This is an optimization exercise on Yosys and OpenROAD, whose aim is small area and a short achievable clock period, not a production implementation. Where RTL was checked, it was by simulation tests only, not by an equivalence proof against the original.

==> inputs of sierra <==
Design rgb_to_hsl_converter_core, start of the top module:
module rgb_to_hsl_converter_core #(
  parameter int HUE_BITS = 12
) (
  input  logic                clk,
  input  logic                rst,
  input  logic                start,
  output logic                busy,
  input  logic [23:0]         pixel,
  output logic                done,
  output logic [HUE_BITS-1:0] hue,
  output logic [7:0]          saturation,
  output logic [7:0]          lightness,
  output logic                achromatic
);
  assign busy = rst;
  logic rst_q;
  always_ff @(posedge clk) rst_q <= rst;
  logic       valid_in;
  logic [7:0] r_in, g_in, b_in;
  always_ff @(posedge clk) begin
    if (rst) valid_in <= 1'b0;
    else     valid_in <= start;
  end
  always_ff @(posedge clk) begin
    r_in <= pixel[23:16];
    g_in <= pixel[15:8];
    b_in <= pixel[7:0];
  end
  logic f1_rg, f1_rb, f1_gb, f1_bg, f1_red, f1_blu, f1_grn;
  logic [5:0] f1_x;
  logic [2:0] f1_hs, f1_ls, f1_ps, f1_qs;
  logic [1:0] f1_j;
  assign f1_rg = r_in >= g_in;
  assign f1_rb = r_in >= b_in;
  assign f1_gb = g_in >= b_in;
  assign f1_bg = b_in >= g_in;
  assign f1_red = f1_rg & f1_rb;
  assign f1_blu = ~f1_red & f1_bg;
  assign f1_grn = ~f1_red & ~f1_bg;
  assign f1_x[0] = f1_red & f1_gb;
  assign f1_x[5] = f1_red & ~f1_gb;
  assign f1_x[1] = f1_grn & f1_rb;
  assign f1_x[2] = f1_grn & ~f1_rb;
  assign f1_x[3] = f1_blu & ~f1_rg;
  assign f1_x[4] = f1_blu & f1_rg;
  assign f1_hs = {f1_blu, f1_grn, f1_red};
  assign f1_ls = {f1_x[0] | f1_x[1], f1_x[4] | f1_x[5], f1_x[2] | f1_x[3]};
  assign f1_ps = {f1_x[2] | f1_x[3], f1_x[0] | f1_x[1], f1_x[4] | f1_x[5]};
  assign f1_qs = {f1_x[0] | f1_x[5], f1_x[3] | f1_x[4], f1_x[1] | f1_x[2]};
  assign f1_j  = {f1_x[2] | f1_x[5], f1_x[1] | f1_x[4]};
  logic [7:0] f1_hi, f1_lo, f1_p, f1_q;
  assign f1_hi = ({8{f1_hs[0]}} & r_in) | ({8{f1_hs[1]}} & g_in) | ({8{f1_hs[2]}} & b_in);
  ...
Settings: LEC_CHECK=0, ABC_AREA=1, CAP_MARGIN=20, CORE_MARGIN=2, CORE_UTILIZATION=40, CTS_BUF_LIST=sky130_fd_sc_hd__clkbuf_8, CTS_CLUSTER_DIAMETER=100, CTS_CLUSTER_SIZE=20, SETUP_SLACK_MARGIN=2.85, SLEW_MARGIN=20; clock period 5.2 ns.
run.sh (not shown) runs the stock make flow with config.mk's settings and CLKGATE_MAP_FILE= SYNTH_SCRIPT=/design/flow/synth_recipe.tcl, a recipe that flattens the netlist after the stock synthesis.
==> inputs of violet, as changes to sierra <==
==> flow/design.v (replaced) <==
`timescale 1ns / 1ps
`timescale 1ns / 1ps
module rgb_to_hsl_converter_core #(
  parameter int HUE_BITS = 12
) (
  input  logic                clk,
  input  logic                rst,
  input  logic                start,
  output logic                busy,
  input  logic [23:0]         pixel,
  output logic                done,
  output logic [HUE_BITS-1:0] hue,
  output logic [7:0]          saturation,
  output logic [7:0]          lightness,
  output logic                achromatic
);
  assign busy = rst;
  logic rst_q;
  always_ff @(posedge clk) rst_q <= rst;
  logic       valid_in;
  logic [7:0] r_in, g_in, b_in;
  always_ff @(posedge clk) begin
    if (rst) valid_in <= 1'b0;
    else     valid_in <= start;
  end
  always_ff @(posedge clk) begin
    r_in <= pixel[23:16];
    g_in <= pixel[15:8];
    b_in <= pixel[7:0];
  end
  logic f1_rg, f1_rb, f1_gb, f1_bg, f1_red, f1_blu, f1_grn;
  logic [5:0] f1_x;
  logic [2:0] f1_hs, f1_ls, f1_ps, f1_qs;
  logic [1:0] f1_j;
  assign f1_rg = r_in >= g_in;
  assign f1_rb = r_in >= b_in;
  assign f1_gb = g_in >= b_in;
  assign f1_bg = b_in >= g_in;
  assign f1_red = f1_rg & f1_rb;
  assign f1_blu = ~f1_red & f1_bg;
  assign f1_grn = ~f1_red & ~f1_bg;
  assign f1_x[0] = f1_red & f1_gb;
  assign f1_x[5] = f1_red & ~f1_gb;
  assign f1_x[1] = f1_grn & f1_rb;
  assign f1_x[2] = f1_grn & ~f1_rb;
  assign f1_x[3] = f1_blu & ~f1_rg;
  assign f1_x[4] = f1_blu & f1_rg;
  assign f1_hs = {f1_blu, f1_grn, f1_red};
  assign f1_ls = {f1_x[0] | f1_x[1], f1_x[4] | f1_x[5], f1_x[2] | f1_x[3]};
  assign f1_ps = {f1_x[2] | f1_x[3], f1_x[0] | f1_x[1], f1_x[4] | f1_x[5]};
  assign f1_qs = {f1_x[0] | f1_x[5], f1_x[3] | f1_x[4], f1_x[1] | f1_x[2]};
  assign f1_j  = {f1_x[2] | f1_x[5], f1_x[1] | f1_x[4]};
  logic [7:0] f1_hi, f1_lo, f1_p, f1_q;
  assign f1_hi = ({8{f1_hs[0]}} & r_in) | ({8{f1_hs[1]}} & g_in) | ({8{f1_hs[2]}} & b_in);
  assign f1_lo = ({8{f1_ls[0]}} & r_in) | ({8{f1_ls[1]}} & g_in) | ({8{f1_ls[2]}} & b_in);
  assign f1_p  = ({8{f1_ps[0]}} & r_in) | ({8{f1_ps[1]}} & g_in) | ({8{f1_ps[2]}} & b_in);
  assign f1_q  = ({8{f1_qs[0]}} & r_in) | ({8{f1_qs[1]}} & g_in) | ({8{f1_qs[2]}} & b_in);
  logic [7:0] hi_c0;
  logic [7:0] lo_c0;
  logic [7:0] p_c0;
  logic [7:0] q_c0;
  logic [1:0] j_c0;
  logic hq_c0;
  logic valid_c0;
  always_ff @(posedge clk) begin
    valid_c0 <= valid_in & ~rst_q;
  end
  always_ff @(posedge clk) begin
    hi_c0 <= f1_hi;
    lo_c0 <= f1_lo;
    p_c0 <= f1_p;
    q_c0 <= f1_q;
    j_c0 <= f1_j;
    hq_c0 <= f1_x[3] | f1_x[4] | f1_x[5];
  end
  logic [7:0] f2_hi, f2_lo, f2_p, f2_q, f2_d, f2_y;
  logic [8:0] f2_sum;
  assign f2_hi = hi_c0;
  assign f2_lo = lo_c0;
  assign f2_p = p_c0;
  assign f2_q = q_c0;
  assign f2_d   = f2_hi - f2_lo;
  assign f2_sum = {1'b0, f2_hi} + {1'b0, f2_lo};
  assign f2_y   = f2_p - f2_q;
  logic [1:0] j_c1;
  logic hq_c1;
  logic [7:0] d_c1;
  logic [8:0] sum_c1;
  logic [7:0] y_c1;
  logic valid_c1;
  always_ff @(posedge clk) begin
    valid_c1 <= valid_c0 & ~rst_q;
  end
  always_ff @(posedge clk) begin
    j_c1 <= j_c0;
    hq_c1 <= hq_c0;
    d_c1 <= f2_d;
    sum_c1 <= f2_sum;
    y_c1 <= f2_y;
  end
  logic [9:0] f3_v, f3_jd, f3_r1;
  logic [7:0] f3_den;
  assign f3_v   = {2'b0, d_c1} + {1'b0, d_c1, 1'b0};
  logic [10:0] f3_e1;
  logic [9:0]  f3_e2, f3_e3;
  logic        f3_b;
  assign f3_e1 = {2'b0, y_c1, 1'b0} - {3'b0, d_c1};
  assign f3_e2 = {1'b0, y_c1, 1'b0} + {1'b0, d_c1, 1'b0};
  assign f3_e3 = {1'b0, y_c1, 1'b0} + {2'b0, d_c1};
  assign f3_b  = ~f3_e1[10];
  assign f3_r1 = j_c1[1] ? f3_e3 : (j_c1[0] ? (f3_b ? f3_e1[9:0] : f3_e2) : {1'b0, y_c1, 1'b0});
  logic [7:0] f3_dx;
  assign f3_dx  = (sum_c1[7:0] ^ {8{sum_c1[8]}}) - {7'd0, sum_c1[8]};
  assign f3_den = {f3_dx[7:1], sum_c1[0]};    
  logic [1:0] hq_c2;
  logic [7:0] d_c2;
  logic [9:0] v_c2;
  logic [7:0] den_c2;
  logic [9:0] hr_c2;
  logic s8_c2;
  logic valid_c2;
  always_ff @(posedge clk) begin
    valid_c2 <= valid_c1 & ~rst_q;
  end
  always_ff @(posedge clk) begin
    hq_c2 <= {hq_c1, j_c1[1] | (j_c1[0] & f3_b)};
    d_c2 <= d_c1;
    v_c2 <= ~f3_v;
    den_c2 <= ~f3_den;
    hr_c2 <= f3_r1;
    s8_c2 <= sum_c1[8];
  end
  logic [8:0] sp_slb;
  logic [7:0] sp_dm1;
  assign sp_slb = {2'b0, ~den_c2[7:1]} - {1'b0, d_c2};
  assign sp_dm1 = d_c2 - 8'd1;
  logic [10:0] h2_t;
  logic [11:0] h2_df;
  logic [9:0]  h2_r;
  logic [2:0]  h2_q;
  assign h2_t  = {hr_c2, 1'b0};
  assign h2_df = {1'b0, h2_t} + {2'b11, v_c2} + 12'd1;
  assign h2_r  = h2_df[11] ? h2_t[9:0] : h2_df[9:0];
  assign h2_q  = {hq_c2, ~h2_df[11]};
  logic [2:0] hq_c3;
  logic [9:0] v_c3;
  logic [7:0] den_c3;
  logic [9:0] hr_c3;
  logic s8_c3;
  logic [7:0] sr_c3;
  logic [7:0] sl_c3;
  logic valid_c3;
  always_ff @(posedge clk) begin
    valid_c3 <= valid_c2 & ~rst_q;
  end
  always_ff @(posedge clk) begin
    hq_c3 <= h2_q;
    v_c3 <= v_c2;
    den_c3 <= den_c2;
    hr_c3 <= h2_r;
    s8_c3 <= s8_c2;
    sr_c3 <= (sp_slb[8] ? sp_dm1 : d_c2);
    sl_c3 <= sp_slb[7:0];
  end
  logic [8:0] s0_t;
  logic [9:0] s0_df;
  logic [7:0] s0_r;
  assign s0_t  = {sr_c3, sl_c3[7]};
  assign s0_df = {1'b0, s0_t} + {2'b11, den_c3} + 10'd1;
  assign s0_r  = s0_df[9] ? s0_t[7:0] : s0_df[7:0];
  logic [10:0] h3_t;
  logic [11:0] h3_df;
  logic [9:0]  h3_r;
  logic [3:0]  h3_q;
  assign h3_t  = {hr_c3, ~v_c3[9]};
  assign h3_df = {1'b0, h3_t} + {2'b11, v_c3} + 12'd1;
  assign h3_r  = h3_df[11] ? h3_t[9:0] : h3_df[9:0];
  assign h3_q  = {hq_c3, ~h3_df[11]};
  logic [3:0] hq_c4;
  logic [9:0] v_c4;
  logic [7:0] den_c4;
  logic [9:0] hr_c4;
  logic s8_c4;
  logic [7:0] sr_c4;
  logic [7:0] sl_c4;
  logic sq_c4;
  logic valid_c4;
  always_ff @(posedge clk) begin
    valid_c4 <= valid_c3 & ~rst_q;
  end
  always_ff @(posedge clk) begin
    hq_c4 <= h3_q;
    v_c4 <= v_c3;
    den_c4 <= den_c3;
    hr_c4 <= h3_r;
    s8_c4 <= s8_c3;
    sr_c4 <= s0_r;
    sl_c4 <= sl_c3;
    sq_c4 <= ~s0_df[9];
  end
  logic [8:0] s1_t;
  logic [9:0] s1_df;
  logic [7:0] s1_r;
  assign s1_t  = {sr_c4, sl_c4[6]};
  assign s1_df = {1'b0, s1_t} + {2'b11, den_c4} + 10'd1;
  assign s1_r  = s1_df[9] ? s1_t[7:0] : s1_df[7:0];
  logic [1:0] s1_q;
  assign s1_q  = {sq_c4, ~s1_df[9]};
  logic [10:0] h4_t;
  logic [11:0] h4_df;
  logic [9:0]  h4_r;
  logic [4:0]  h4_q;
  assign h4_t  = {hr_c4, ~v_c4[8]};
  assign h4_df = {1'b0, h4_t} + {2'b11, v_c4} + 12'd1;
  assign h4_r  = h4_df[11] ? h4_t[9:0] : h4_df[9:0];
  assign h4_q  = {hq_c4, ~h4_df[11]};
  logic [4:0] hq_c5;
  logic [9:0] v_c5;
  logic [7:0] den_c5;
  logic [9:0] hr_c5;
  logic s8_c5;
  logic [7:0] sr_c5;
  logic [7:0] sl_c5;
  logic [1:0] sq_c5;
  logic valid_c5;
  always_ff @(posedge clk) begin
    valid_c5 <= valid_c4 & ~rst_q;
  end
  always_ff @(posedge clk) begin
    hq_c5 <= h4_q;
    v_c5 <= v_c4;
    den_c5 <= den_c4;
    hr_c5 <= h4_r;
    s8_c5 <= s8_c4;
    sr_c5 <= s1_r;
    sl_c5 <= sl_c4;
    sq_c5 <= s1_q;
  end
  logic [8:0] s2_t;
  logic [9:0] s2_df;
  logic [7:0] s2_r;
  assign s2_t  = {sr_c5, sl_c5[5]};
  assign s2_df = {1'b0, s2_t} + {2'b11, den_c5} + 10'd1;
  assign s2_r  = s2_df[9] ? s2_t[7:0] : s2_df[7:0];
  logic [2:0] s2_q;
  assign s2_q  = {sq_c5, ~s2_df[9]};
  logic [10:0] h5_t;
  logic [11:0] h5_df;
  logic [9:0]  h5_r;
  logic [5:0]  h5_q;
  assign h5_t  = {hr_c5, ~v_c5[7]};
  assign h5_df = {1'b0, h5_t} + {2'b11, v_c5} + 12'd1;
  assign h5_r  = h5_df[11] ? h5_t[9:0] : h5_df[9:0];
  assign h5_q  = {hq_c5, ~h5_df[11]};
  logic [5:0] hq_c6;
  logic [9:0] v_c6;
  logic [7:0] den_c6;
  logic [9:0] hr_c6;
  logic s8_c6;
  logic [7:0] sr_c6;
  logic [7:0] sl_c6;
  logic [2:0] sq_c6;
  logic valid_c6;
  always_ff @(posedge clk) begin
    valid_c6 <= valid_c5 & ~rst_q;
  end
  always_ff @(posedge clk) begin
    hq_c6 <= h5_q;
    v_c6 <= v_c5;
    den_c6 <= den_c5;
    hr_c6 <= h5_r;
    s8_c6 <= s8_c5;
    sr_c6 <= s2_r;
    sl_c6 <= sl_c5;
    sq_c6 <= s2_q;
  end
  logic [8:0] s3_t;
  logic [9:0] s3_df;
  logic [7:0] s3_r;
  assign s3_t  = {sr_c6, sl_c6[4]};
  assign s3_df = {1'b0, s3_t} + {2'b11, den_c6} + 10'd1;
  assign s3_r  = s3_df[9] ? s3_t[7:0] : s3_df[7:0];
  logic [3:0] s3_q;
  assign s3_q  = {sq_c6, ~s3_df[9]};
  logic [10:0] h6_t;
  logic [11:0] h6_df;
  logic [9:0]  h6_r;
  logic [6:0]  h6_q;
  assign h6_t  = {hr_c6, ~v_c6[6]};
  assign h6_df = {1'b0, h6_t} + {2'b11, v_c6} + 12'd1;
  assign h6_r  = h6_df[11] ? h6_t[9:0] : h6_df[9:0];
  assign h6_q  = {hq_c6, ~h6_df[11]};
  logic [6:0] hq_c7;
  logic [9:0] v_c7;
  logic [7:0] den_c7;
  logic [9:0] hr_c7;
  logic s8_c7;
  logic [7:0] sr_c7;
  logic [7:0] sl_c7;
  logic [3:0] sq_c7;
  logic valid_c7;
  always_ff @(posedge clk) begin
    valid_c7 <= valid_c6 & ~rst_q;
  end
  always_ff @(posedge clk) begin
    hq_c7 <= h6_q;
    v_c7 <= v_c6;
    den_c7 <= den_c6;
    hr_c7 <= h6_r;
    s8_c7 <= s8_c6;
    sr_c7 <= s3_r;
    sl_c7 <= sl_c6;
    sq_c7 <= s3_q;
  end
  logic [8:0] s4_t;
  logic [9:0] s4_df;
  logic [7:0] s4_r;
  assign s4_t  = {sr_c7, sl_c7[3]};
  assign s4_df = {1'b0, s4_t} + {2'b11, den_c7} + 10'd1;
  assign s4_r  = s4_df[9] ? s4_t[7:0] : s4_df[7:0];
  logic [4:0] s4_q;
  assign s4_q  = {sq_c7, ~s4_df[9]};
  logic [10:0] h7_t;
  logic [11:0] h7_df;
  logic [9:0]  h7_r;
  logic [7:0]  h7_q;
  assign h7_t  = {hr_c7, ~v_c7[5]};
  assign h7_df = {1'b0, h7_t} + {2'b11, v_c7} + 12'd1;
  assign h7_r  = h7_df[11] ? h7_t[9:0] : h7_df[9:0];
  assign h7_q  = {hq_c7, ~h7_df[11]};
  logic [7:0] hq_c8;
  logic [9:0] v_c8;
  logic [7:0] den_c8;
  logic [9:0] hr_c8;
  logic s8_c8;
  logic [7:0] sr_c8;
  logic [7:0] sl_c8;
  logic [4:0] sq_c8;
  logic valid_c8;
  always_ff @(posedge clk) begin
    valid_c8 <= valid_c7 & ~rst_q;
  end
  always_ff @(posedge clk) begin
    hq_c8 <= h7_q;
    v_c8 <= v_c7;
    den_c8 <= den_c7;
    hr_c8 <= h7_r;
    s8_c8 <= s8_c7;
    sr_c8 <= s4_r;
    sl_c8 <= sl_c7;
    sq_c8 <= s4_q;
  end
  logic [8:0] s5_t;
  logic [9:0] s5_df;
  logic [7:0] s5_r;
  assign s5_t  = {sr_c8, sl_c8[2]};
  assign s5_df = {1'b0, s5_t} + {2'b11, den_c8} + 10'd1;
  assign s5_r  = s5_df[9] ? s5_t[7:0] : s5_df[7:0];
  logic [5:0] s5_q;
  assign s5_q  = {sq_c8, ~s5_df[9]};
  logic [10:0] h8_t;
  logic [11:0] h8_df;
  logic [9:0]  h8_r;
  logic [8:0]  h8_q;
  assign h8_t  = {hr_c8, ~v_c8[4]};
  assign h8_df = {1'b0, h8_t} + {2'b11, v_c8} + 12'd1;
  assign h8_r  = h8_df[11] ? h8_t[9:0] : h8_df[9:0];
  assign h8_q  = {hq_c8, ~h8_df[11]};
  logic [8:0] hq_c9;
  logic [9:0] v_c9;
  logic [7:0] den_c9;
  logic [9:0] hr_c9;
  logic s8_c9;
  logic [7:0] sr_c9;
  logic [7:0] sl_c9;
  logic [5:0] sq_c9;
  logic valid_c9;
  always_ff @(posedge clk) begin
    valid_c9 <= valid_c8 & ~rst_q;
  end
  always_ff @(posedge clk) begin
    hq_c9 <= h8_q;
    v_c9 <= v_c8;
    den_c9 <= den_c8;
    hr_c9 <= h8_r;
    s8_c9 <= s8_c8;
    sr_c9 <= s5_r;
    sl_c9 <= sl_c8;
    sq_c9 <= s5_q;
  end
  logic [8:0] s6_t;
  logic [9:0] s6_df;
  logic [7:0] s6_r;
  assign s6_t  = {sr_c9, sl_c9[1]};
  assign s6_df = {1'b0, s6_t} + {2'b11, den_c9} + 10'd1;
  assign s6_r  = s6_df[9] ? s6_t[7:0] : s6_df[7:0];
  logic [6:0] s6_q;
  assign s6_q  = {sq_c9, ~s6_df[9]};
  logic [10:0] h9_t;
  logic [11:0] h9_df;
  logic [9:0]  h9_r;
  logic [9:0]  h9_q;
  assign h9_t  = {hr_c9, ~v_c9[3]};
  assign h9_df = {1'b0, h9_t} + {2'b11, v_c9} + 12'd1;
  assign h9_r  = h9_df[11] ? h9_t[9:0] : h9_df[9:0];
  assign h9_q  = {hq_c9, ~h9_df[11]};
  logic [9:0] hq_c10;
  logic [9:0] v_c10;
  logic [7:0] den_c10;
  logic [9:0] hr_c10;
  logic s8_c10;
  logic [7:0] sr_c10;
  logic [7:0] sl_c10;
  logic [6:0] sq_c10;
  logic valid_c10;
  always_ff @(posedge clk) begin
    valid_c10 <= valid_c9 & ~rst_q;
  end
  always_ff @(posedge clk) begin
    hq_c10 <= h9_q;
    v_c10 <= v_c9;
    den_c10 <= den_c9;
    hr_c10 <= h9_r;
    s8_c10 <= s8_c9;
    sr_c10 <= s6_r;
    sl_c10 <= sl_c9;
    sq_c10 <= s6_q;
  end
  logic [8:0] s7_t;
  logic [9:0] s7_df;
  logic [7:0] s7_r;
  assign s7_t  = {sr_c10, sl_c10[0]};
  assign s7_df = {1'b0, s7_t} + {2'b11, den_c10} + 10'd1;
  assign s7_r  = s7_df[9] ? s7_t[7:0] : s7_df[7:0];
  logic [7:0] s7_q;
  assign s7_q  = {sq_c10, ~s7_df[9]};
  logic [10:0] h10_t;
  logic [11:0] h10_df;
  logic [9:0]  h10_r;
  logic [10:0]  h10_q;
  assign h10_t  = {hr_c10, ~v_c10[2]};
  assign h10_df = {1'b0, h10_t} + {2'b11, v_c10} + 12'd1;
  assign h10_r  = h10_df[11] ? h10_t[9:0] : h10_df[9:0];
  assign h10_q  = {hq_c10, ~h10_df[11]};
  logic [10:0] hq_c11;
  logic [9:0] v_c11;
  logic [7:0] den_c11;
  logic [9:0] hr_c11;
  logic s8_c11;
  logic [7:0] sq_c11;
  logic valid_c11;
  always_ff @(posedge clk) begin
    valid_c11 <= valid_c10 & ~rst_q;
  end
  always_ff @(posedge clk) begin
    hq_c11 <= h10_q;
    v_c11 <= v_c10;
    den_c11 <= den_c10;
    hr_c11 <= h10_r;
    s8_c11 <= s8_c10;
    sq_c11 <= s7_q;
  end
  logic [10:0] h11_t;
  logic [11:0] h11_df;
  logic [9:0]  h11_r;
  logic [11:0]  h11_q;
  assign h11_t  = {hr_c11, ~v_c11[1]};
  assign h11_df = {1'b0, h11_t} + {2'b11, v_c11} + 12'd1;
  assign h11_r  = h11_df[11] ? h11_t[9:0] : h11_df[9:0];
  assign h11_q  = {hq_c11, ~h11_df[11]};
  logic h11_gray;
  assign h11_gray = (v_c11 == 10'h3ff);
  logic [7:0] o_den;
  logic [7:0] o_light;
  assign o_den = ~den_c11;
  assign o_light = ({1'b0, o_den[7:1]} + {7'd0, o_den[0] & ~s8_c11}) ^ {8{s8_c11}};
  always_ff @(posedge clk) begin
    if (rst) done <= 1'b0;
    else     done <= valid_c11 & ~rst_q;
  end
  always_ff @(posedge clk) begin
    hue        <= h11_gray ? 12'd0 : h11_q;
    saturation <= h11_gray ? 8'd0 : sq_c11;
    lightness  <= o_light;
    achromatic <= h11_gray;
  end
endmodule
Settings changed: CTS_BUF_LIST sky130_fd_sc_hd__clkbuf_8 to not set, CTS_CLUSTER_DIAMETER 100 to 150, CTS_CLUSTER_SIZE 20 to 30, SETUP_SLACK_MARGIN 2.85 to 3.15.
==> inputs of raven, as changes to sierra <==
--- a/flow/design.v
+++ b/flow/design.v
@@ -98,19 +98,17 @@
     sum_c1 <= f2_sum;
     y_c1 <= f2_y;
   end
   logic [9:0] f3_v, f3_jd, f3_r1;
   logic [7:0] f3_den;
   assign f3_v   = {2'b0, d_c1} + {1'b0, d_c1, 1'b0};
   assign f3_jd  = j_c1[0] ? {2'b0, d_c1} : (j_c1[1] ? {1'b0, d_c1, 1'b0} : 10'd0);
   assign f3_r1  = {2'b0, y_c1} + f3_jd;
-  logic [7:0] f3_dx;
-  assign f3_dx  = (sum_c1[7:0] ^ {8{sum_c1[8]}}) - {7'd0, sum_c1[8]};
-  assign f3_den = {f3_dx[7:1], sum_c1[0]};    
+  assign f3_den = sum_c1[8] ? 8'(9'd510 - sum_c1) : sum_c1[7:0];
   logic hq_c2;
   logic [7:0] d_c2;
   logic [9:0] v_c2;
   logic [7:0] den_c2;
   logic [9:0] hr_c2;
   logic s8_c2;
   logic valid_c2;
   always_ff @(posedge clk) begin
@@ -485,23 +483,21 @@
   logic [9:0]  h11_r;
   logic [11:0]  h11_q;
   assign h11_t  = {hr_c12, ~v_c12[1]};
   assign h11_df = {1'b0, h11_t} + {2'b11, v_c12} + 12'd1;
   assign h11_r  = h11_df[11] ? h11_t[9:0] : h11_df[9:0];
   assign h11_q  = {hq_c12, ~h11_df[11]};
   logic h11_gray;
   assign h11_gray = (v_c12 == 10'h3ff);
-  logic [7:0] o_den;
-  logic [7:0] o_light;
-  assign o_den = ~den_c12;
-  assign o_light = ({1'b0, o_den[7:1]} + {7'd0, o_den[0] & ~s8_c12}) ^ {8{s8_c12}};
+  logic [8:0] o_sum;
+  assign o_sum = s8_c12 ? 9'(9'd510 - {1'b0, (~den_c12)}) : {1'b0, (~den_c12)};
   always_ff @(posedge clk) begin
     if (rst) done <= 1'b0;
     else     done <= valid_c12 & ~rst_q;
   end
   always_ff @(posedge clk) begin
     hue        <= h11_gray ? 12'd0 : h11_q;
     saturation <= h11_gray ? 8'd0 : sq_c12;
-    lightness  <= o_light;
+    lightness  <= 8'(({1'b0, o_sum} + 10'd1) >> 1);
     achromatic <= h11_gray;
   end
 endmodule
Settings changed: ABC_AREA 1 to not set, CTS_BUF_LIST sky130_fd_sc_hd__clkbuf_8 to not set, CTS_CLUSTER_DIAMETER 100 to 150, CTS_CLUSTER_SIZE 20 to 30.
==> inputs of maple, as changes to sierra <==
Settings changed: CTS_BUF_LIST sky130_fd_sc_hd__clkbuf_8 to not set, CTS_CLUSTER_DIAMETER 100 to 150, CTS_CLUSTER_SIZE 20 to 30.
==> impl_results.md <==
- CP startpoint: hr_c5[0]
- Routed length per instance: 14.29 µm
- Peak Freq: around 410 MHz
- Post-Synth Simple-Gate Area: 0.08300
- Synth top area share: 0.5206
- Post-Syn Instances: 2,251
- CP required: 5700 ps
- Starting Density: 0.4027
- CTS clock-pin slew for the worst setup and hold paths: 110 ps
- Post-Syn Area per Cell: 11.22 µm²
- Worst Min Path Start: hq_c10[1]
- Levels on crit path: 8
- Non-Filler Instances: 3,228
- Largest net degree at the start of global routing: 31
- Status: timing/DRC/antenna clean
- Met2 track demand over resource: 0.2773
the above is filed under raven

==> impl_results.md <==
- Synth top area share: 0.5152
- Non-Filler Instances: 3,628
- Post-Syn Instances: 2,710
- Starting Density: 0.4047
- Largest net degree at the start of global routing: 21
- Met2 track demand over resource: 0.2643
- Peak Freq: 414.0 MHz
- Routed length per instance: 12.10 µm
- Status: timing/DRC/antenna clean
the above is filed under sierra

==> impl_results.md <==
- Status: timing/DRC/antenna clean
- Met2 track demand over resource: 0.2627
- CP startpoint: rst
- Peak Freq: 430.3 MHz
- Synth top area share: 0.5152
- Non-Filler Instances: between 3,000 and 4,000
- Post-Synth Simple-Gate Area: 0.1623
- Largest net degree at the start of global routing: 31
- Post-Syn Instances: 2,710
- CP required: 4160 ps
- Starting Density: 0.4047
- CTS clock-pin slew for the worst setup and hold paths: 110 ps
the above is filed under maple

==> impl_results.md <==
- Starting Density: 0.4054
- Synth top area share: 0.4935
- Met2 track demand over resource: 0.2933
- Worst Min Path Start: hq_c10[7]
- Routed length per instance: 13.08 µm
- Status: timing/DRC/antenna clean
- Non-Filler Instances: about 3,600
- Post-Syn Area per Cell: 9.280 µm²
- Levels on crit path: 2
- Largest net degree at the start of global routing: 31
- Peak Freq: between 400 and 500 MHz
- CP startpoint: rst
- Post-Synth Simple-Gate Area: 0.1799
- CTS clock-pin slew for the worst setup and hold paths: around 100 ps
- CP required: roughly 4200 ps
- Post-Syn Instances: 2,706
the above is filed under violet

Function not checked in raven: the RTL went through the layout flow alone.

-- what the ideal ports hide --
The flow's constraints put no driver on any port. The routed layouts listed below were extracted and timed again, unchanged, in two steps.
Step 1 (the two cells are an assumption about what drives the block):
set clk [get_ports {clk}]
set_driving_cell -lib_cell sky130_fd_sc_hd__clkbuf_16 $clk
set_driving_cell -lib_cell sky130_fd_sc_hd__buf_2 [delete_from_list [all_inputs] $clk]
Step 2 also shifts input and output timing later by t, the mid clock arrival at the registers, as if the neighbouring blocks saw the same clock.
a / b / c = no drivers / after step 1 / after step 2; a / b = the first two.
run | t (ns) | slack for setup (ns) | hold slack, ns
sierra | 0.695 | 2.785 / 2.758 / 2.758 | 0.326 / 0.326 / 0.326
violet | 0.651 | 2.919 / 2.882 / 2.882 | 0.311 / 0.311 / 0.311
raven | 0.636 | 2.768 / 2.768 / 2.768 | 0.329 / 0.329 / 0.329
maple | 0.655 | 2.876 / 2.852 / 2.852 | 0.328 / 0.328 / 0.328
After both steps setup and hold are still met in every run listed. The setup slack of violet, which loses most, moves by -0.037 ns with the drivers and by -0.037 ns with both steps.
